Background: an optimization exercise with open tools, aiming at small area, a short achievable clock period and few clock cycles per item. Do not read the settings as production practice. At most, simulation tests tie the RTL to the original design; equivalence was not proved. Function not checked in run 3: the RTL went through the layout flow alone. Power figures rest on the tool's default switching activity, not on a simulated workload.

==> flow/design.v, too long to show whole: its modules and the start of the top module <==
// module fpu_mul: 1367 lines
// module fpu_seq: 202 lines
module fpu_seq (
  input  logic        clk,
  input  logic        reset,
  input  logic        Start,
  input  logic [1:0]  FPUOp,
  input  logic [31:0] SrcA,
  input  logic [31:0] SrcB,
  output logic [31:0] Result,
  output logic        Done,
  output logic        Busy,
  output logic [3:0]  FPUFlags
);
  // ...
==> flow/flow/run.sh <==
#!/bin/bash
# The standard layout (the standard.sh: standard synthesis, then ORFS from
# floorplan to finish) with one change: the input and output port buffers that
# global placement inserts are sky130_fd_sc_hd__buf_4 cells instead of the
# default choice.
set -euo pipefail
bash standard.sh "BUFFER_PORTS_ARGS=-buffer_cell sky130_fd_sc_hd__buf_4" finish > run_make.log 2>&1
==> flow/standard.sh <==
#!/bin/bash
# synth_recipe.tcl (not shown) runs the flow's synth.tcl, then flattens the netlist and writes it again
# the make line also repeats each setting of config.mk as NAME=value (left out here)
make -C /OpenROAD-flow-scripts/flow DESIGN_CONFIG=/design/flow/config.mk WORK_HOME=/design/flow/orfs CLKGATE_MAP_FILE= SYNTH_SCRIPT=/design/flow/synth_recipe.tcl "${@:-finish}"
==> flow/config.mk <==
export PLATFORM = sky130hd
export DESIGN_NAME = fpu_seq
export DESIGN_NICKNAME = fpu_seq
export VERILOG_FILES = /design/flow/design.v
export SDC_FILE = /design/flow/constraint.sdc
export NUM_CORES = 4
export LEC_CHECK = 0
export ABC_AREA = 1
export CAP_MARGIN = 20
export CORE_MARGIN = 2
export CORE_UTILIZATION = 40
export SETUP_SLACK_MARGIN = 4.0
export SLEW_MARGIN = 20
==> flow/constraint.sdc <==
create_clock -name core_clock -period 11.0 [get_ports {clk}]
set_input_delay 2.2000 -clock core_clock [delete_from_list [all_inputs] [get_ports {clk}]]
set_output_delay 2.2000 -clock core_clock [all_outputs]
set_load 0.01 [all_outputs]
==> results.toml, run 1 <==
[run_status]
outcome = "complete, no violations"

[sta]
finalSetupViolCount = 0
rsz0062_at_grt = "true"
worst-slew-pin-transition_ns = 1.07
hold_viol_final = 0
fin_ws_ns = 4.19

[final_layout]
multi_input_area_um2 = 19400
buffer_area_share_pct = 6.23
multi_input_gates = 2550
final_common_cell = "nand2_1"

[floorplan]
dieArea_um2 = 60700
die-height_um = 246
start_util_pct = 40.6
die_w_um = 246

[critical_path]
critPathLaunchType = "input pin"
path_buf_inv = 5
worstSetupPathType = "in -> reg"
cp_slowest_cell = "nand2_1"
required_ns = 11.25
cp_common_cell = "fa_1"

[routing]
drtAntennaViolNets = 0
via_per_inst = 5.75
drc = 0

[pwr]
leakage_nw = 12.4
powerComb_mw = 5.99
p_switching_mw = 3.90
swShare_pct = 57.6
clkPwrFrac_pct = 4.6

[grt]
grt_use_met2_pct = 45.5
grt.busiest_layer = "met2"

[placement]
place.gp.congestion = 0.965
place.port_buffers = 104

[synthesis]
synth-compound-area-share_pct = 21.7
synth_top_area_share_pct = 21.5
synth_xor_area_share_pct = 12.3
synthTopCellsByArea = "fa_1, xor2_1, o22ai_1"
yosysWarnings = 1
yosysUniqueCellTypes = 59
synth_flop_cell = "dfxtp_1"
synth_seq_cells = 78
Testbench counts, summed over its fixed seeds: cycles 3,200, ops 3,200.
==> inputs of run 2 (changes only) <==
--- a/flow/config.mk
+++ b/flow/config.mk
@@ -9,5 +9,5 @@
 export CAP_MARGIN = 20
 export CORE_MARGIN = 2
 export CORE_UTILIZATION = 40
-export SETUP_SLACK_MARGIN = 4.0
+export SETUP_SLACK_MARGIN = 4.25
 export SLEW_MARGIN = 20
==> results.toml, run 2 <==
[run_status]
outcome = "complete, no violations"

[clock_tree]
clk_pin_slew_worst_paths_ns = 0.09
cts-buffers-inserted = 9
htreeDepth = 3
clock-sinks = 78
clockBufferDepth = 2
clockRootBuffer = "clkbuf_16"
holdBufCountCts = 0
tritoncts = "yes"

[synthesis]
synth-simple-area-share_pct = 16.4
synth_mux_area_share_pct = 1.06
synth_common_cells = "nand2_1, inv_1, o22ai_1, xor2_1, fa_1"
synth_seq_cells = 78
synth_flop_cell = "dfxtp_1"
yosysWarnings = 1
syn_inst = 3374
synthTopCellsByArea = "fa_1, xor2_1, o22ai_1"
yosysTopAreaCell = "fa_1"
synthAdderAreaFrac_pct = 29.8
async_reset_ff_share_pct = 0
ys_seq_area_share_pct = 6.64
synth.most_common_cell = "nand2_1"
synth_top_family_by_area = "adder cells"
avgSynthCellArea_um2 = 6.97
yosysUniqueCellTypes = 59
synth-compound-area-share_pct = 21.7
synth_edf_count = 0
synth_area_um2 = 23500
synth_top_area_share_pct = 21.5
synth_xor_area_share_pct = 12.3

[grt]
grt.busiest_layer = "met2"
grt_pass1_vias = 22400
overflow = 0
grt_use_met2_pct = 44.9
antenna_found_initial = 1
gr-usage-met1_pct = 39.6
grt_pass1_wl_um = 135000
met3_usage_pct = 5.22
grt_util_all_layers_pct = 28.9
grt_max_degree = 61

[sta]
rsz0062_at_grt = "true"
hold_viol_final = 0
slew_headroom_pct = 25.7
min_period_ns = 6.57
fmax_mhz = 152
worst-slew-pin-transition_ns = 1.11
tns_ns = 0
finalSetupViolCount = 0
slew_violations = 0
min_period_over_period_pct = 59.7

[critical_path]
worstSetupPathType = "in -> reg"
critPathMaxStageDelay_ns = 0.60
path_max_fanout = 23
path_cells = "buf_4, inv_1, buf_4, o21ai_1, nand2_4, o22ai_1, xor2_1, fa_1, fa_1, fa_1, fa_1, fa_1, nand2_1, o21ai_1, o21bai_1, a21oi_1"
critPathArrivalTime_ns = 6.81
cp_common_cell = "fa_1"
required_ns = 11.24
cp_slowest_cell = "fa_1"
critPathCaptureType = "flop"
critPathLaunchType = "input pin"

[final_layout]
multi_input_area_um2 = 19500
final_nets = 3832
postLayoutCellArea_um2 = 25900
antenna_cells_inserted = 0
finalNonFillerCells = 4124
ff_latch_area_um2 = 1560
area_growth_pct = 10.4
nFillCells = 6077
final_common_cell = "nand2_1"
drive_above_1_share_pct = 10.5
final_cell_mix = "nand2_1, inv_1, o22ai_1"
reg_top3 = "r_x (25), r_y (25), r_exp (10)"

[hold_path]
hold_class = "in -> reg"
hold_depth = 2
hold-path-endpoint = "r_done"
worstHoldStart = "reset"

[floorplan]
rows = 88
io_pins = 107
die-height_um = 246
die_w_um = 246
dieArea_um2 = 60700
core-area_um2 = 57900
start_util_pct = 40.6

[routing]
totalWireLength_um = 88400
num_vias = 23700
drtAntennaViolNets = 0
first_pass_iters = 6
via_per_inst = 5.76
drt_first_iter_violations = 2444
wl_per_cell_um = 21.4
drc = 0

[placement]
place.gp.congestion = 0.978
hpwl_um = 66900
placed_cells = 4064
place.port_buffers = 104
place_area_um2 = 24800

[pwr]
p_switching_mw = 3.92
power.density_nw_per_um2 = 263
clkPwrFrac_pct = 4.5
p_int_mw = 2.90
p_seq_share_pct = 6.9
power_mw = 6.82
swShare_pct = 57.5
peakVddDrop_mv = 0.314
combinationalPowerShare_pct = 88.5
leakage_nw = 12.4

[flow_run]
max_cap_viol_count = 0
==> run 2: cell types whose count changed in the layout (fill, tap and decap cells not counted), sizes merged <==
cell      previous run  this run
clkbuf              12        11
clkinv              20        22
nand2              561       562
inv                498       502
buf                191       184
clkinvlp            14        10
==> run 2: metal layers <==
metal	vias up	wire length, um
li1	11100	-
met5	-	13
met1	11200	37000
met2	1246	38500
met3	221	8980
met4	2	3890
==> run 2: kinds of logic (layout without fill, tap and decap cells) <==
group                    count (synthesis)  after routing
AND/OR/NAND/NOR                        923            926
AO/OA/AOI/OAI                          859            859
buffers and inverters                  749            730
adder cells (fa/ha/maj)                408            408
XOR/XNOR                               331            331
flip-flops                              78             78
multiplexers                            25             25
other                                    1              2
==> run 2: power groups by stage <==
stage / combinational [mW] / sequential (mW) / clock (mW)
after detailed placement: 5.82 / 0.477 / 0
after global routing: 6.83 / 0.481 / 0.325
after CTS: 5.89 / 0.471 / 0.316
final: 6.04 / 0.472 / 0.308
after floorplan: 4.06 / 0.431 / 0
after global placement: 5.78 / 0.478 / 0
==> run 2: layout make-up <==
cell class	count	area share, %
Tap cell	765	3.69
Inverter	525	7.91
Sequential cell	78	6.02
Timing Repair inverter	5	0.111
Clock inverter	5	0.236
Clock buffer	10	0.882
Timing Repair Buffer	185	5.95
Multi-Input combinational cell	2551	75.2
==> run 2: worst max-delay path by stage <==
stage                  start   endpoint  slack, ns  cells past startpoint
floorplan           SrcB[21]    r_lz[3]       4.25                     45
global placement    SrcA[23]    r_lz[3]       2.65                     38
detailed placement  SrcA[23]    r_lz[3]       2.52                     38
CTS                 SrcB[13]    r_lz[3]       4.23                     41
global route        SrcB[19]    r_lz[3]       4.12                     45
finish               SrcB[5]  r_grpG[3]       4.43                     16
==> run 2: what timing repair did <==
action,4_1_cts,5_1_grt
gates cloned,2,9
gates resized for setup,53,93
setup endpoints to repair,81,62
pin swaps,9,26
buffers inserted,10,23
==> run 2: through the flow <==
stage | worst slack, ns | util, % | hold WS, ns
2_1_floorplan | 4.25 | - | 2.32
3_5_place_dp | 2.52 | 42.7 | 2.43
3_3_place_gp | 2.65 | 42.7 | 2.43
6_report | 4.43 | 44.8 | 2.05
4_1_cts | 4.23 | 43.8 | 2.03
5_1_grt | 4.12 | 44.8 | 2.06
==> run 2: worst max-delay path: cells and delay by family <==
kind                     cells  cell delay (ns)
AO/OA/AOI/OAI                5             0.76
XOR/XNOR                     1             0.22
adder cells (fa/ha/maj)      5             2.71
buffers and inverters        3             0.59
AND/OR/NAND/NOR              2             0.30
==> module fpu_seq, before the edit <==
module fpu_seq (
  input  logic        clk,
  input  logic        reset,
  input  logic        Start,
  input  logic [1:0]  FPUOp,
  input  logic [31:0] SrcA,
  input  logic [31:0] SrcB,
  output logic [31:0] Result,
  output logic        Done,
  output logic        Busy,
  output logic [3:0]  FPUFlags
);
  function automatic logic [4:0] lzc25(input logic [24:0] v);
    lzc25 = 5'd0;
    for (int i = 0; i < 25; i++) begin
      if (v[i]) lzc25 = 5'(24 - i);
    end
  endfunction
  logic [7:0]  w_expA, w_expB;
  logic [23:0] w_manA, w_manB;
  logic [24:0] w_mA, w_mB;
  logic        w_zeroA, w_zeroB;
  logic        w_isMul;
  logic        w_special;
  assign w_expA    = SrcA[30:23];
  assign w_expB    = SrcB[30:23];
  assign w_zeroA   = (w_expA == 8'd0);
  assign w_zeroB   = (w_expB == 8'd0);
  assign w_manA    = {!w_zeroA, w_zeroA ? 23'd0 : SrcA[22:0]};
  assign w_manB    = {!w_zeroB, w_zeroB ? 23'd0 : SrcB[22:0]};
  assign w_mA      = {w_manA, 1'b0};
  assign w_mB      = {w_manB, 1'b0};
  assign w_isMul   = (FPUOp == fpu_pkg::OP_FMUL);
  assign w_special = (FPUOp == fpu_pkg::OP_RSVD) ||
                     (w_expA == fpu_pkg::INF_EXP) || (w_expB == fpu_pkg::INF_EXP);
  logic [8:0]  w_dAB, w_dBA;
  logic        w_expLt, w_expEq;
  logic [7:0]  w_diff;
  logic [7:0]  w_addExp;
  logic        w_sub, w_near;
  assign w_dAB    = {1'b0, w_expA} - {1'b0, w_expB};
  assign w_dBA    = {1'b0, w_expB} - {1'b0, w_expA};
  assign w_expLt  = w_dAB[8];
  assign w_expEq  = (w_expA == w_expB);
  assign w_diff   = w_expLt ? w_dBA[7:0] : w_dAB[7:0];
  assign w_addExp = w_expLt ? w_expB : w_expA;
  assign w_sub    = SrcA[31] ^ SrcB[31];
  assign w_near   = w_sub && (w_diff[7:1] == 7'd0);
  logic        w_swap;
  logic [24:0] w_big, w_small, w_aligned;
  logic        w_bigSign;
  assign w_swap    = w_expLt || (w_expEq && (SrcA[22:0] < SrcB[22:0]));
  assign w_big     = w_swap ? w_mB : w_mA;
  assign w_small   = w_swap ? w_mA : w_mB;
  assign w_bigSign = w_swap ? SrcB[31] : SrcA[31];
  assign w_aligned = (w_diff >= 8'd26) ? 25'd0 : (w_small >> w_diff[4:0]);
  logic [24:0] w_nearMag;
  logic        w_nearZero;
  logic [4:0]  w_nearLz;
  assign w_nearMag  = w_big - (w_expEq ? w_small : (w_small >> 1));
  assign w_nearZero = w_expEq && (w_zeroA || (SrcA[22:0] == SrcB[22:0]));
  assign w_nearLz   = lzc25(w_nearMag);
  logic [47:0] w_row0, w_row1;
  logic [22:0] w_lowG, w_lowP;
  logic [3:0]  w_grpG, w_grpP;
  logic [9:0]  w_mulExp;
  fpu_mul u_mul (
    .i_a    ({1'b1, SrcA[22:0]}),
    .i_b    ({1'b1, SrcB[22:0]}),
    .o_row0 (w_row0),
    .o_row1 (w_row1)
  );
  function automatic logic [1:0] grpGP(input logic [22:0] g, input logic [22:0] p,
                                       input int lo, input int hi);
    logic gg, pp;
    gg = 1'b0;
    pp = 1'b1;
    for (int i = 0; i < 23; i++) begin
      if (i >= lo && i <= hi) begin
        gg = g[i] | (p[i] & gg);
        pp = pp & p[i];
      end
    end
    grpGP = {gg, pp};
  endfunction
  assign w_lowG = w_row0[22:0] & w_row1[22:0];
  assign w_lowP = w_row0[22:0] | w_row1[22:0];
  logic [2:0] w_subG, w_subP;
  assign {w_subG[0], w_subP[0]} = grpGP(w_lowG, w_lowP, 0, 3);
  assign {w_subG[1], w_subP[1]} = grpGP(w_lowG, w_lowP, 4, 7);
  assign {w_subG[2], w_subP[2]} = grpGP(w_lowG, w_lowP, 8, 11);
  assign w_grpG[0] = w_subG[2] | (w_subP[2] & (w_subG[1] | (w_subP[1] & w_subG[0])));
  assign w_grpP[0] = &w_subP;
  assign {w_grpG[1], w_grpP[1]} = grpGP(w_lowG, w_lowP, 12, 15);
  assign {w_grpG[2], w_grpP[2]} = grpGP(w_lowG, w_lowP, 16, 19);
  assign {w_grpG[3], w_grpP[3]} = grpGP(w_lowG, w_lowP, 20, 22);
  assign w_mulExp = {2'b0, w_expA} + {2'b0, w_expB} - 10'd126;
  logic        r_done;
  logic [24:0] r_x, r_y;
  logic [3:0]  r_grpG;
  logic [3:1]  r_grpP;
  logic        r_noCarry;
  logic        r_near;
  logic        r_sign;
  logic [9:0]  r_exp;
  logic        r_zero;
  logic [4:0]  r_lz;
  logic        r_special;
  always_ff @(posedge clk) begin
    if (!reset) r_done <= 1'b0;
    else        r_done <= Start && (FPUOp != fpu_pkg::OP_NONE);
  end
  always_ff @(posedge clk) begin
    r_special <= w_special;
    r_noCarry <= w_isMul || w_sub;
    r_lz      <= w_nearLz;
    if (w_isMul) begin
      r_x    <= w_row0[47:23];
      r_y    <= w_row1[47:23];
      r_grpG <= w_grpG;
      r_grpP <= w_grpP[3:1];
      r_near <= 1'b0;
      r_sign <= w_sub;
      r_exp  <= w_mulExp;
      r_zero <= w_zeroA || w_zeroB;
    end else if (w_near) begin
      r_x    <= w_nearMag;
      r_y    <= ~w_aligned;
      r_grpG <= 4'b1000;
      r_grpP <= 3'd0;
      r_near <= 1'b1;
      r_sign <= w_bigSign;
      r_exp  <= {2'b0, w_addExp};
      r_zero <= w_nearZero;
    end else begin
      r_x    <= w_big;
      r_y    <= w_sub ? ~w_aligned : w_aligned;
      r_grpG <= {w_sub, 3'd0};
      r_grpP <= 3'd0;
      r_near <= 1'b0;
      r_sign <= w_bigSign;
      r_exp  <= {2'b0, w_addExp};
      r_zero <= w_zeroA && w_zeroB;
    end
  end
  logic        w_cin;
  logic [26:0] w_sumC;
  logic [25:0] w_sum;
  logic        w_selR, w_sel0, w_selL;
  logic [9:0]  w_expR, w_exp0, w_expL;
  assign w_cin  = r_grpG[3] | (r_grpP[3] & (r_grpG[2] | (r_grpP[2] & (r_grpG[1] |
                  (r_grpP[1] & r_grpG[0])))));
  assign w_sumC = {1'b0, r_x, 1'b1} + {1'b0, r_y, w_cin};
  assign w_sum  = w_sumC[26:1];
  assign w_selR = w_sum[25] && !r_noCarry;
  assign w_sel0 = !w_selR && w_sum[24];
  assign w_selL = !w_selR && !w_sum[24];
  assign w_expR = r_exp + 10'd1;
  assign w_exp0 = r_exp;
  assign w_expL = r_exp - 10'd1;
  function automatic logic isInf(input logic [9:0] e);
    isInf = !e[9] && (e[8:0] >= 9'd255);
  endfunction
  function automatic logic isLow(input logic [9:0] e);
    isLow = e[9] || (e == 10'd0);
  endfunction
  logic [22:0] w_farFrac;
  logic [7:0]  w_farExp;
  logic        w_farInf, w_farLow;
  assign w_farFrac = ({23{w_selR}} & w_sum[24:2]) |
                     ({23{w_sel0}} & w_sum[23:1]) |
                     ({23{w_selL}} & w_sum[22:0]);
  assign w_farExp  = ({8{w_selR}} & w_expR[7:0]) |
                     ({8{w_sel0}} & w_exp0[7:0]) |
                     ({8{w_selL}} & w_expL[7:0]);
  assign w_farInf  = (w_selR && isInf(w_expR)) || (w_sel0 && isInf(w_exp0)) ||
                     (w_selL && isInf(w_expL));
  assign w_farLow  = (w_selR && isLow(w_expR)) || (w_sel0 && isLow(w_exp0)) ||
                     (w_selL && isLow(w_expL));
  logic [24:0] w_nearNorm;
  logic [9:0]  w_nearExp;
  assign w_nearNorm = r_x << r_lz;
  assign w_nearExp  = r_exp - {5'd0, r_lz};
  logic [22:0] w_frac;
  logic [7:0]  w_expF;
  logic        w_inf, w_zero;
  logic [31:0] w_result;
  assign w_frac = r_near ? w_nearNorm[23:1] : w_farFrac;
  assign w_expF = r_near ? w_nearExp[7:0] : w_farExp;
  assign w_inf  = !r_near && w_farInf;
  assign w_zero = r_zero || (r_near ? isLow(w_nearExp) : w_farLow);
  always_comb begin
    if (r_special)   w_result = fpu_pkg::QNAN;
    else if (w_zero) w_result = 32'd0;
    else if (w_inf)  w_result = {r_sign, fpu_pkg::INF_EXP, 23'd0};
    else             w_result = {r_sign, w_expF, w_frac};
  end
  assign Result   = w_result;
  assign FPUFlags = {w_result[31], !r_special && w_zero, 1'b0, r_special || (!w_zero && w_inf)};
  assign Done     = r_done;
  assign Busy     = 1'b0;
endmodule
==> inputs of run 3 (changes only) <==
--- a/flow/design.v
+++ b/flow/design.v
@@ -1386,10 +1386,26 @@
   output logic [3:0]  FPUFlags
 );
   function automatic logic [4:0] lzc25(input logic [24:0] v);
-    lzc25 = 5'd0;
-    for (int i = 0; i < 25; i++) begin
-      if (v[i]) lzc25 = 5'(24 - i);
+    logic [31:0] nz;
+    logic [4:0]  cnt [0:31];
+    logic [31:0] nzN;
+    logic [4:0]  cntN [0:31];
+    nz = {v, 7'h7F};
+    for (int g = 0; g < 32; g++) cnt[g] = 5'd0;
+    for (int k = 0; k < 5; k++) begin
+      for (int g = 0; g < 32; g++) begin
+        nzN[g]  = 1'b0;
+        cntN[g] = 5'd0;
+      end
+      for (int g = 0; g < (16 >> k); g++) begin
+        nzN[g] = nz[2 * g + 1] | nz[2 * g];
+        if (nz[2 * g + 1]) cntN[g] = cnt[2 * g + 1];
+        else               cntN[g] = cnt[2 * g] | (5'd1 << k);
+      end
+      nz = nzN;
+      for (int g = 0; g < 32; g++) cnt[g] = cntN[g];
     end
+    lzc25 = cnt[0];
   endfunction
   logic [7:0]  w_expA, w_expB;
   logic [23:0] w_manA, w_manB;
--- a/flow/config.mk
+++ b/flow/config.mk
@@ -9,5 +9,5 @@
 export CAP_MARGIN = 20
 export CORE_MARGIN = 2
 export CORE_UTILIZATION = 40
-export SETUP_SLACK_MARGIN = 4.25
+export SETUP_SLACK_MARGIN = 4.0
 export SLEW_MARGIN = 20
==> results.toml, run 3 <==
[sta]
rsz0062_at_grt = "true"
slew_violations = 0
hold_viol_final = 0
min_period_ns = 6.90
tns_ns = 0
fmax_mhz = 145
min_period_over_period_pct = 62.8
worst-slew-pin-transition_ns = 1.04
hold_ws_ns = 2.07
slew_headroom_pct = 30.7
finalSetupViolCount = 0

[synthesis]
synth_flop_cell = "dfxtp_1"
yosysTopAreaCell = "fa_1"
synth.most_common_cell = "nand2_1"
yosysUniqueCellTypes = 65
avgSynthCellArea_um2 = 6.79
ys_seq_area_share_pct = 6.40
async_reset_ff_share_pct = 0
synth_edf_count = 0
synth_area_um2 = 24400
syn_inst = 3593
synth_common_cells = "nand2_1, inv_1, xor2_1, o22ai_1, fa_1"
synth_top_area_share_pct = 20.8
synth_seq_cells = 78
synthTopCellsByArea = "fa_1, nand2_1, xor2_1"
yosysWarnings = 3

[clock_tree]
clockBufferDepth = 2
tritoncts = "yes"
clockRootBuffer = "clkbuf_16"
clk_pin_slew_worst_paths_ns = 0.06
cts-buffers-inserted = 9
clock-sinks = 78
htreeDepth = 3

[grt]
grt_pass1_vias = 24100
grt.busiest_layer = "met2"
overflow = 0
grt_max_degree = 48
grt_use_met2_pct = 46.7
grt_pass1_wl_um = 149000
met3_usage_pct = 7.20
grt_util_all_layers_pct = 31.2
antenna_found_initial = 1
gr-usage-met1_pct = 42.9

[run_status]
outcome = "complete, no violations"

[critical_path]
cp_slowest_cell = "fa_1"
path_cells = "buf_6, clkinvlp_4, buf_4, ha_1, clkinvlp_4, o22ai_1, fa_1, fa_1, fa_1, fa_1, inv_1, fa_1, nor2_1, a21oi_1"
path_max_fanout = 22
critPathArrivalTime_ns = 7.14
critPathCaptureType = "flop"
worstSetupPathType = "in -> reg"
cp_common_cell = "fa_1"
required_ns = 11.23
critPathMaxStageDelay_ns = 0.56
critPathLaunchType = "input pin"

[final_layout]
postLayoutCoreUtil_pct = 44.2
area_growth_pct = 9.46
final_nets = 4055
nFillCells = 6375
drive_above_1_share_pct = 9.68
final_common_cell = "nand2_1"
postLayoutCellArea_um2 = 26700
reg_top3 = "r_x (25), r_y (25), r_exp (10)"
final_cell_mix = "nand2_1, inv_1, xor2_1"

[routing]
wl_per_cell_um = 22.9
drt_first_iter_violations = 3313
via_per_inst = 5.93
drc = 0
num_vias = 25900
totalWireLength_um = 99800
drtAntennaViolNets = 0
first_pass_iters = 6

[floorplan]
die_w_um = 251
core-area_um2 = 60400
dieArea_um2 = 63000
die-height_um = 251
rows = 90
io_pins = 107
start_util_pct = 40.4

[placement]
hpwl_um = 75900
place.port_buffers = 104
place.gp.congestion = 1.02
place_area_um2 = 25700

[pwr]
leakage_nw = 12.7
power_mw = 7.18
peakVddDrop_mv = 0.234
power.density_nw_per_um2 = 269

[hold_path]
hold_class = "in -> reg"

[flow_run]
max_cap_viol_count = 0
run 3: cell types whose count changed in the layout (fill, tap and decap cells not counted), sizes merged, moves of 9 or more:
cell	change
inv	-18
o211ai	-17
a21oi	+15
xor2	-11
nor3	+22
o21ai	-18
mux2i	-11
nand3	+85
nand2	+182
o22ai	-21
buf	+9
a22oi	-14
nand4	+10
run 3: cells by family (layout without fill, tap and decap cells):
group                    count (synthesis)  count (layout)  share of synthesized area (%)
AND/OR/NAND/NOR                       1223            1227                           21.4
AO/OA/AOI/OAI                          804             804                           19.4
buffers and inverters                  739             725                           11.8
adder cells (fa/ha/maj)                407             407                           28.7
XOR/XNOR                               327             327                           11.8
flip-flops                              78              78                           6.40
multiplexers                            14              14                          0.574
other                                    1               3                         0.0154
run 3: final timing paths:
| kind | from | to | slack [ns] | cells past startpoint |
|---|---|---|---|---|
| setup / recovery | SrcB[21] | r_x[4] | 4.10 | 14 |
| hold / removal | reset | r_done | 2.07 | 2 |
run 3: layout make-up:
cell class | count | area (um2) | area share [%]
Clock buffer | 9 | 225 | 0.843
Tap cell | 782 | 978 | 3.66
Clock inverter | 7 | 80.1 | 0.300
Timing Repair inverter | 2 | 15.0 | 0.0562
Sequential cell | 78 | 1560 | 5.85
Multi-Input combinational cell | 2781 | 20400 | 76.3
Antenna cell | 1 | 2.50 | 0.00937
Timing Repair Buffer | 193 | 1480 | 5.52
Inverter | 514 | 1980 | 7.41
run 3: metal layers:
layer / vias to the layer above / part of all wire [%] / wire length, um
met5: - / 0 / 0
met4: 0 / 5.2 / 5200
met3: 273 / 12 / 11900
met2: 1727 / 41 / 41300
met1: 12100 / 41 / 41400
li1: 11800 / - / -
run 3: per-stage QoR:
| stage | std cells | setup slack, ns |
|---|---|---|
| final | 4367 | 4.10 |
| after global routing | 4366 | 3.96 |
| after CTS | 4344 | 4.01 |
| after detailed placement | 4321 | 3.29 |
| after global placement | 4321 | 3.23 |
| after floorplan | 3594 | 4.06 |
run 3: what timing repair did:
item | in CTS | in global routing
endpoints found under the setup margin | 11 | 57
gates resized for setup | 16 | 81
hold buffers | 0 | 0
cloned | 2 | 4
pin swaps | 2 | 6
setup buffers | 5 | 18
run 3: worst max-delay path: cells and delay by family:
kind / cells / cell delay, ns
compound gates: 2 / 0.63
buf+inv: 5 / 1.20
simple gates: 1 / 0.07
fa+ha+maj: 6 / 3.01
run 3: power breakdown:
part	switching (mW)	internal, mW	leakage (nW)
clock	0.137	0.179	0.148
sequential	0.0949	0.388	0.653
combinational	4.00	2.38	11.9
total	4.23	2.95	12.7
==> inputs of run 4 (changes only) <==
--- a/flow/design.v
+++ b/flow/design.v
@@ -1386,26 +1386,10 @@
   output logic [3:0]  FPUFlags
 );
   function automatic logic [4:0] lzc25(input logic [24:0] v);
-    logic [31:0] nz;
-    logic [4:0]  cnt [0:31];
-    logic [31:0] nzN;
-    logic [4:0]  cntN [0:31];
-    nz = {v, 7'h7F};
-    for (int g = 0; g < 32; g++) cnt[g] = 5'd0;
-    for (int k = 0; k < 5; k++) begin
-      for (int g = 0; g < 32; g++) begin
-        nzN[g]  = 1'b0;
-        cntN[g] = 5'd0;
-      end
-      for (int g = 0; g < (16 >> k); g++) begin
-        nzN[g] = nz[2 * g + 1] | nz[2 * g];
-        if (nz[2 * g + 1]) cntN[g] = cnt[2 * g + 1];
-        else               cntN[g] = cnt[2 * g] | (5'd1 << k);
-      end
-      nz = nzN;
-      for (int g = 0; g < 32; g++) cnt[g] = cntN[g];
+    lzc25 = 5'd0;
+    for (int i = 0; i < 25; i++) begin
+      if (v[i]) lzc25 = 5'(24 - i);
     end
-    lzc25 = cnt[0];
   endfunction
   logic [7:0]  w_expA, w_expB;
   logic [23:0] w_manA, w_manB;
@@ -1453,7 +1437,7 @@
   assign w_nearLz   = lzc25(w_nearMag);
   logic [47:0] w_row0, w_row1;
   logic [22:0] w_lowG, w_lowP;
-  logic [3:0]  w_grpG, w_grpP;
+  logic [5:0]  w_grpG, w_grpP;
   logic [9:0]  w_mulExp;
   fpu_mul u_mul (
     .i_a    ({1'b1, SrcA[22:0]}),
@@ -1461,35 +1445,25 @@
     .o_row0 (w_row0),
     .o_row1 (w_row1)
   );
-  function automatic logic [1:0] grpGP(input logic [22:0] g, input logic [22:0] p,
-                                       input int lo, input int hi);
-    logic gg, pp;
-    gg = 1'b0;
-    pp = 1'b1;
-    for (int i = 0; i < 23; i++) begin
-      if (i >= lo && i <= hi) begin
-        gg = g[i] | (p[i] & gg);
-        pp = pp & p[i];
-      end
-    end
-    grpGP = {gg, pp};
-  endfunction
   assign w_lowG = w_row0[22:0] & w_row1[22:0];
   assign w_lowP = w_row0[22:0] | w_row1[22:0];
-  logic [2:0] w_subG, w_subP;
-  assign {w_subG[0], w_subP[0]} = grpGP(w_lowG, w_lowP, 0, 3);
-  assign {w_subG[1], w_subP[1]} = grpGP(w_lowG, w_lowP, 4, 7);
-  assign {w_subG[2], w_subP[2]} = grpGP(w_lowG, w_lowP, 8, 11);
-  assign w_grpG[0] = w_subG[2] | (w_subP[2] & (w_subG[1] | (w_subP[1] & w_subG[0])));
-  assign w_grpP[0] = &w_subP;
-  assign {w_grpG[1], w_grpP[1]} = grpGP(w_lowG, w_lowP, 12, 15);
-  assign {w_grpG[2], w_grpP[2]} = grpGP(w_lowG, w_lowP, 16, 19);
-  assign {w_grpG[3], w_grpP[3]} = grpGP(w_lowG, w_lowP, 20, 22);
+  always_comb begin
+    for (int k = 0; k < 6; k++) begin
+      w_grpG[k] = 1'b0;
+      w_grpP[k] = 1'b1;
+      for (int i = 0; i < 4; i++) begin
+        if (4 * k + i < 23) begin
+          w_grpG[k] = w_lowG[4 * k + i] | (w_lowP[4 * k + i] & w_grpG[k]);
+          w_grpP[k] = w_grpP[k] & w_lowP[4 * k + i];
+        end
+      end
+    end
+  end
   assign w_mulExp = {2'b0, w_expA} + {2'b0, w_expB} - 10'd126;
   logic        r_done;
   logic [24:0] r_x, r_y;
-  logic [3:0]  r_grpG;
-  logic [3:1]  r_grpP;
+  logic [5:0]  r_grpG;
+  logic [5:1]  r_grpP;
   logic        r_noCarry;
   logic        r_near;
   logic        r_sign;
@@ -1509,7 +1483,7 @@
       r_x    <= w_row0[47:23];
       r_y    <= w_row1[47:23];
       r_grpG <= w_grpG;
-      r_grpP <= w_grpP[3:1];
+      r_grpP <= w_grpP[5:1];
       r_near <= 1'b0;
       r_sign <= w_sub;
       r_exp  <= w_mulExp;
@@ -1517,8 +1491,8 @@
     end else if (w_near) begin
       r_x    <= w_nearMag;
       r_y    <= ~w_aligned;
-      r_grpG <= 4'b1000;
-      r_grpP <= 3'd0;
+      r_grpG <= 6'b100000;
+      r_grpP <= 5'd0;
       r_near <= 1'b1;
       r_sign <= w_bigSign;
       r_exp  <= {2'b0, w_addExp};
@@ -1526,8 +1500,8 @@
     end else begin
       r_x    <= w_big;
       r_y    <= w_sub ? ~w_aligned : w_aligned;
-      r_grpG <= {w_sub, 3'd0};
-      r_grpP <= 3'd0;
+      r_grpG <= {w_sub, 5'd0};
+      r_grpP <= 5'd0;
       r_near <= 1'b0;
       r_sign <= w_bigSign;
       r_exp  <= {2'b0, w_addExp};
@@ -1539,8 +1513,8 @@
   logic [25:0] w_sum;
   logic        w_selR, w_sel0, w_selL;
   logic [9:0]  w_expR, w_exp0, w_expL;
-  assign w_cin  = r_grpG[3] | (r_grpP[3] & (r_grpG[2] | (r_grpP[2] & (r_grpG[1] |
-                  (r_grpP[1] & r_grpG[0])))));
+  assign w_cin  = r_grpG[5] | (r_grpP[5] & (r_grpG[4] | (r_grpP[4] & (r_grpG[3] |
+                  (r_grpP[3] & (r_grpG[2] | (r_grpP[2] & (r_grpG[1] | (r_grpP[1] & r_grpG[0])))))))));
   assign w_sumC = {1'b0, r_x, 1'b1} + {1'b0, r_y, w_cin};
   assign w_sum  = w_sumC[26:1];
   assign w_selR = w_sum[25] && !r_noCarry;
==> flow/flow/run.sh (replaced) <==
#!/bin/bash
# The standard layout (the standard.sh) with two changes:
#  - after the standard synthesis, flow/invpush.py rewires full adders that sit
#    between inverters to work on complemented signals (a full adder is
#    self-dual), which removes those inverters; registers are untouched;
#  - the input and output port buffers that global placement inserts are
#    sky130_fd_sc_hd__buf_4 cells instead of the default choice.
set -euo pipefail
RES=orfs/results/${FLOW_PLATFORM}/fpu_seq/base
bash standard.sh synth > run_synth.log 2>&1
python3 flow/invpush.py $RES/1_2_yosys.v $RES/1_2_yosys.invpush.v > run_invpush.log 2>&1
cp $RES/1_2_yosys.v $RES/1_2_yosys.orig.v
mv $RES/1_2_yosys.invpush.v $RES/1_2_yosys.v
bash standard.sh "BUFFER_PORTS_ARGS=-buffer_cell sky130_fd_sc_hd__buf_4" finish > run_finish.log 2>&1
==> flow/flow/invpush.py (new file) <==
#!/usr/bin/env python3
"""Remove inverters around sky130 full adders in a Yosys gate-level netlist.

A full adder is self-dual: FA(~a, ~b, ~c) = (~sum, ~cout). Where flipping an
adder to work on the complements of its inputs removes more inverters than it
needs, the adder is rewired that way. The netlist keeps its function.

usage: invpush.py IN.v OUT.v"""
import re
import sys

src = open(sys.argv[1]).read()

cell_re = re.compile(r'^(\s*)(sky130_fd_sc_hd__\w+)\s+(\S+)\s*\((.*?)\);', re.S | re.M)
pin_re = re.compile(r'\.(\w+)\(([^()]*)\)')

OUTS = {'X', 'Y', 'Q', 'Q_N', 'SUM', 'COUT', 'HI', 'LO'}

cells = {}      # name -> dict(type, pins{pin: net}, span)
order = []
for m in cell_re.finditer(src):
    typ, name, body = m.group(2), m.group(3), m.group(4)
    pins = {p: n.strip() for p, n in pin_re.findall(body)}
    cells[name] = {'type': typ, 'pins': pins, 'indent': m.group(1)}
    order.append((m.start(), m.end(), name))

port_nets = set()
hdr = re.search(r'module\s+\w+\s*\((.*?)\);', src, re.S)
for p in re.findall(r'[\\\w$.\[\]]+', hdr.group(1)):
    port_nets.add(p)
# assign statements reference nets too; treat them as fixed loads
assign_nets = set()
for a in re.findall(r'^\s*assign\s+(.*?);', src, re.M | re.S):
    for t in re.findall(r'[\\A-Za-z_][\w$.\\]*(?:\s*\[\d+\])?', a):
        assign_nets.add(re.sub(r'\s+', '', t))


def norm(n):
    return re.sub(r'\s+', '', n)


def rebuild_maps():
    drv, loads = {}, {}
    for name, c in cells.items():
        for p, n in c['pins'].items():
            n = norm(n)
            if p in OUTS:
                drv[n] = (name, p)
            else:
                loads.setdefault(n, []).append((name, p))
    return drv, loads


def is_inv(name):
    t = cells[name]['type']
    return re.match(r'sky130_fd_sc_hd__(clk)?inv_\d+$', t) is not None


counter = [0]


def new_net():
    counter[0] += 1
    return f"_invpush_{counter[0]}_"


new_wires = []


def add_inv(a_net):
    counter[0] += 1
    name = f"_invpush_inv_{counter[0]}_"
    y = new_net()
    new_wires.append(y)
    cells[name] = {'type': 'sky130_fd_sc_hd__inv_1', 'pins': {'A': a_net, 'Y': y}, 'indent': '  '}
    return y


def fixed(net):
    base = re.sub(r'\[\d+\]$', '', net)
    return net in port_nets or base in port_nets or net in assign_nets or base in assign_nets


def try_flip(fa, drv, loads):
    c = cells[fa]
    ins = [norm(c['pins'][p]) for p in ('A', 'B', 'CIN')]
    outs = [norm(c['pins'][p]) for p in ('SUM', 'COUT')]
    if any(fixed(o) for o in outs):
        return 0
    removed = 0
    added = 0
    for n in ins:
        d = drv.get(n)
        if d and is_inv(d[0]):
            # complement available for free; inverter dies if this is its only load
            if len(loads.get(n, [])) == 1 and not fixed(n):
                removed += 1
        else:
            # need ~n: reuse an existing inverter of n if there is one
            if not any(is_inv(l[0]) for l in loads.get(n, [])):
                added += 1
    for o in outs:
        ls = loads.get(o, [])
        inv_loads = [l for l in ls if is_inv(l[0]) and not fixed(norm(cells[l[0]]['pins']['Y']))]
        other = [l for l in ls if not (is_inv(l[0]) and not fixed(norm(cells[l[0]]['pins']['Y'])))]
        removed += len(inv_loads)
        if other:
            added += 1
    return removed - added


def do_flip(fa, drv, loads):
    c = cells[fa]
    for p in ('A', 'B', 'CIN'):
        n = norm(c['pins'][p])
        d = drv.get(n)
        if d and is_inv(d[0]):
            c['pins'][p] = norm(cells[d[0]]['pins']['A'])
        else:
            ex = [l for l in loads.get(n, []) if is_inv(l[0])]
            if ex:
                c['pins'][p] = norm(cells[ex[0][0]]['pins']['Y'])
            else:
                c['pins'][p] = add_inv(n)
    for p in ('SUM', 'COUT'):
        o = norm(c['pins'][p])
        ls = loads.get(o, [])
        inv_loads = [l for l in ls if is_inv(l[0]) and not fixed(norm(cells[l[0]]['pins']['Y']))]
        other = [l for l in ls if l not in inv_loads]
        # the adder now drives ~o. Inverter loads of o become the adder's output net.
        newo = new_net()
        new_wires.append(newo)
        c['pins'][p] = newo
        for (iname, _) in inv_loads:
            y = norm(cells[iname]['pins']['Y'])
            for name2, c2 in cells.items():
                for p2, n2 in list(c2['pins'].items()):
                    if p2 not in OUTS and norm(n2) == y:
                        c2['pins'][p2] = newo
            del cells[iname]
        if other:
            # the remaining loads still need o: drive it with an inverter of the new output
            counter[0] += 1
            name = f"_invpush_inv_{counter[0]}_"
            cells[name] = {'type': 'sky130_fd_sc_hd__inv_1', 'pins': {'A': newo, 'Y': o}, 'indent': '  '}


def remove_dead():
    drv, loads = rebuild_maps()
    changed = True
    while changed:
        changed = False
        for name in list(cells):
            if is_inv(name):
                y = norm(cells[name]['pins']['Y'])
                if not loads.get(y) and not fixed(y):
                    del cells[name]
                    changed = True
        drv, loads = rebuild_maps()


n_inv0 = sum(1 for n in cells if is_inv(n))
for it in range(20):
    drv, loads = rebuild_maps()
    best = []
    for name, c in cells.items():
        if c['type'].startswith('sky130_fd_sc_hd__fa_'):
            g = try_flip(name, drv, loads)
            if g > 0:
                best.append((g, name))
    if not best:
        break
    best.sort(reverse=True)
    # flip one at a time with fresh maps to stay consistent
    flipped = 0
    for g, name in best:
        drv, loads = rebuild_maps()
        if try_flip(name, drv, loads) > 0:
            do_flip(name, drv, loads)
            flipped += 1
    remove_dead()
    if not flipped:
        break
n_inv1 = sum(1 for n in cells if is_inv(n))
sys.stderr.write(f"invpush: inverters {n_inv0} -> {n_inv1}\n")

# write back: replace the cell section, keep everything else
first = order[0][0]
last = order[-1][1]
head = src[:first]
tail = src[last:]
wires = "".join(f"  wire {w};\n" for w in new_wires)
body = []
for name, c in cells.items():
    pins = ",\n".join(f"    .{p}({n}{' ' if n.startswith(chr(92)) else ''})" for p, n in c['pins'].items())
    body.append(f"  {c['type']} {name} (\n{pins}\n  );")
out = head.rstrip() + "\n" + wires + "\n".join(body) + "\n" + tail.lstrip("\n")
open(sys.argv[2], "w").write(out)
==> results.toml, run 4 <==
[critical_path]
cp_slowest_cell = "fa_1"
critPathLaunchType = "input pin"
required_ns = 11.18
path_cells = "buf_4, clkinv_2, buf_4, nand2_1, nand2_1, buf_4, o22ai_1, xor2_1, fa_1, fa_1, fa_1, fa_1, fa_1, inv_1, o21ai_0, a211oi_2"
critPathArrivalTime_ns = 7.09
path_max_fanout = 23
cp_common_cell = "fa_1"
critPathCaptureType = "flop"
worstSetupPathType = "in -> reg"
critPathMaxStageDelay_ns = 0.61

[sta]
hold_viol_final = 0
rsz0062_at_grt = "true"
worst-slew-pin-transition_ns = 1.10
min_period_over_period_pct = 62.8
slew_headroom_pct = 26.5
finalSetupViolCount = 0
slew_violations = 0
min_period_ns = 6.91
fmax_mhz = 145
tns_ns = 0

[clock_tree]
clockRootBuffer = "clkbuf_16"
clock-sinks = 82
clk_pin_slew_worst_paths_ns = 0.06
clockBufferDepth = 2
cts-buffers-inserted = 9
htreeDepth = 3
tritoncts = "yes"

[final_layout]
final_cell_mix = "nand2_1, inv_1, xor2_1"
area_growth_pct = 9.43
drive_above_1_share_pct = 12.2
final_nets = 3794
reg_top3 = "r_x (25), r_y (25), r_exp (10)"
nFillCells = 6162
final_common_cell = "nand2_1"

[routing]
wl_per_cell_um = 21.8
drtAntennaViolNets = 0
first_pass_iters = 8
drt_first_iter_violations = 2724
drc = 0
via_per_inst = 5.79
totalWireLength_um = 89200
num_vias = 23700

[grt]
grt_max_degree = 43
overflow = 0
antenna_found_initial = 2
grt_util_all_layers_pct = 28.7
grt_pass1_wl_um = 135000
grt_pass1_vias = 22600

[pwr]
power_mw = 7.08
power.density_nw_per_um2 = 271
peakVddDrop_mv = 0.517
leakage_nw = 11.9

[flow_run]
max_cap_viol_count = 0

[hold_path]
hold_class = "in -> reg"

[placement]
place.gp.congestion = 0.989
hpwl_um = 68100
place.port_buffers = 104

[synthesis]
avgSynthCellArea_um2 = 7.16
synth_area_um2 = 23900
yosysWarnings = 1
syn_inst = 3333

[run_status]
outcome = "complete, no violations"

[floorplan]
core-area_um2 = 59000
rows = 89
dieArea_um2 = 61600
die-height_um = 248
start_util_pct = 40.4
die_w_um = 248
io_pins = 107
[run 4: area by class of cell]
| type | instances | area [um2] | area share [%] |
|---|---|---|---|
| Multi-Input combinational cell | 2602 | 20000 | 76.5 |
| Sequential cell | 82 | 1640 | 6.29 |
| Clock inverter | 5 | 60.1 | 0.230 |
| Clock buffer | 11 | 253 | 0.968 |
| Antenna cell | 2 | 5.00 | 0.0192 |
| Timing Repair Buffer | 188 | 1490 | 5.71 |
| Timing Repair inverter | 7 | 38.8 | 0.149 |
| Tap cell | 773 | 967 | 3.70 |
| Inverter | 427 | 1690 | 6.47 |
[run 4: critical path: cells and delay by family]
family	cells	cell delay, ns
fa+ha+maj	5	2.56
buf+inv	5	1.07
compound gates	3	0.85
xor+xnor	1	0.20
simple gates	2	0.18
[run 4: stage by stage]
| stage | utilization, % | cells | instance area, um2 | setup slack [ns] | hold WS (ns) |
|---|---|---|---|---|---|
| after global routing | 44.2 | 4095 | 26100 | 3.89 | 2.08 |
| after detailed placement | 42.5 | 4040 | 25100 | 2.41 | 2.43 |
| final | 44.2 | 4097 | 26100 | 4.09 | 2.09 |
| after global placement | 42.5 | 4040 | 25100 | 2.50 | 2.43 |
| after floorplan | - | 3334 | 24000 | 4.01 | 2.32 |
| after CTS | 43.5 | 4068 | 25700 | 3.97 | 2.07 |
[run 4: what timing repair did]
| action | in CTS | in global routing |
|---|---|---|
| resized for setup | 33 | 65 |
| pin swaps | 2 | 15 |
| endpoints found under the setup margin | 69 | 42 |
| buffers inserted | 9 | 21 |
| hold buffers | 0 | 0 |
| gates cloned | 3 | 6 |
[run 4: layer usage]
| metal | GRT usage (%) | vias to the layer above | routed length [um] |
|---|---|---|---|
| li1 | - | 11100 | - |
| met1 | 39.3 | 11100 | 37900 |
| met2 | 43.3 | 1272 | 37600 |
| met3 | 6.04 | 196 | 9480 |
| met4 | 12.9 | 0 | 4270 |
| met5 | 0 | - | 0 |
[run 4: worst paths after layout]
kind	from	endpoint	slack [ns]	cells past startpoint
setup / recovery	SrcB[17]	r_grpP[5]	4.09	16
hold / removal	reset	r_done	2.09	2
[run 4: power breakdown]
| group | switching (mW) | total (mW) | internal (mW) |
|---|---|---|---|
| registers | 0.0720 | 0.478 | 0.406 |
| logic | 3.86 | 6.30 | 2.44 |
| clock network | 0.115 | 0.304 | 0.189 |
Testbench counts of run 4, summed over its fixed seeds: cycles 3,200, ops 3,200.

-- port drivers added, routing unchanged --
No port has a modelled driver above. Below, the same layouts with a new extraction and two added sets of constraints.
Step 1, drivers: a clkbuf_16 drives clk and a buf_2 each remaining input, both assumed.
Step 2 adds t to the input delays and takes it off the output delays; t is the mean of the earliest and latest rising clock arrival at the registers after step 1. Input paths then give back, and output paths get back, about the clock's delay inside the block.
a / b / c = ideal ports / drivers / drivers and shift; a / b = the first two.
| run | shift t [ns] | setup WS [ns] | cell pins on the clock port's net |
|---|---|---|---|
| run 1 | 0.447 | 4.185 / 4.213 / 3.766 | 1 |
| run 2 | 0.439 | 4.430 / 4.412 / 3.973 | 1 |
| run 3 | 0.423 | 4.097 / 4.117 / 3.694 | 1 |
| run 4 | 0.386 | 4.093 / 4.112 / 3.726 | 1 |
After both steps every run listed still meets setup and hold. For run 2, which loses most, drivers alone change the setup slack by -0.018 ns; drivers and shift together by -0.457 ns.
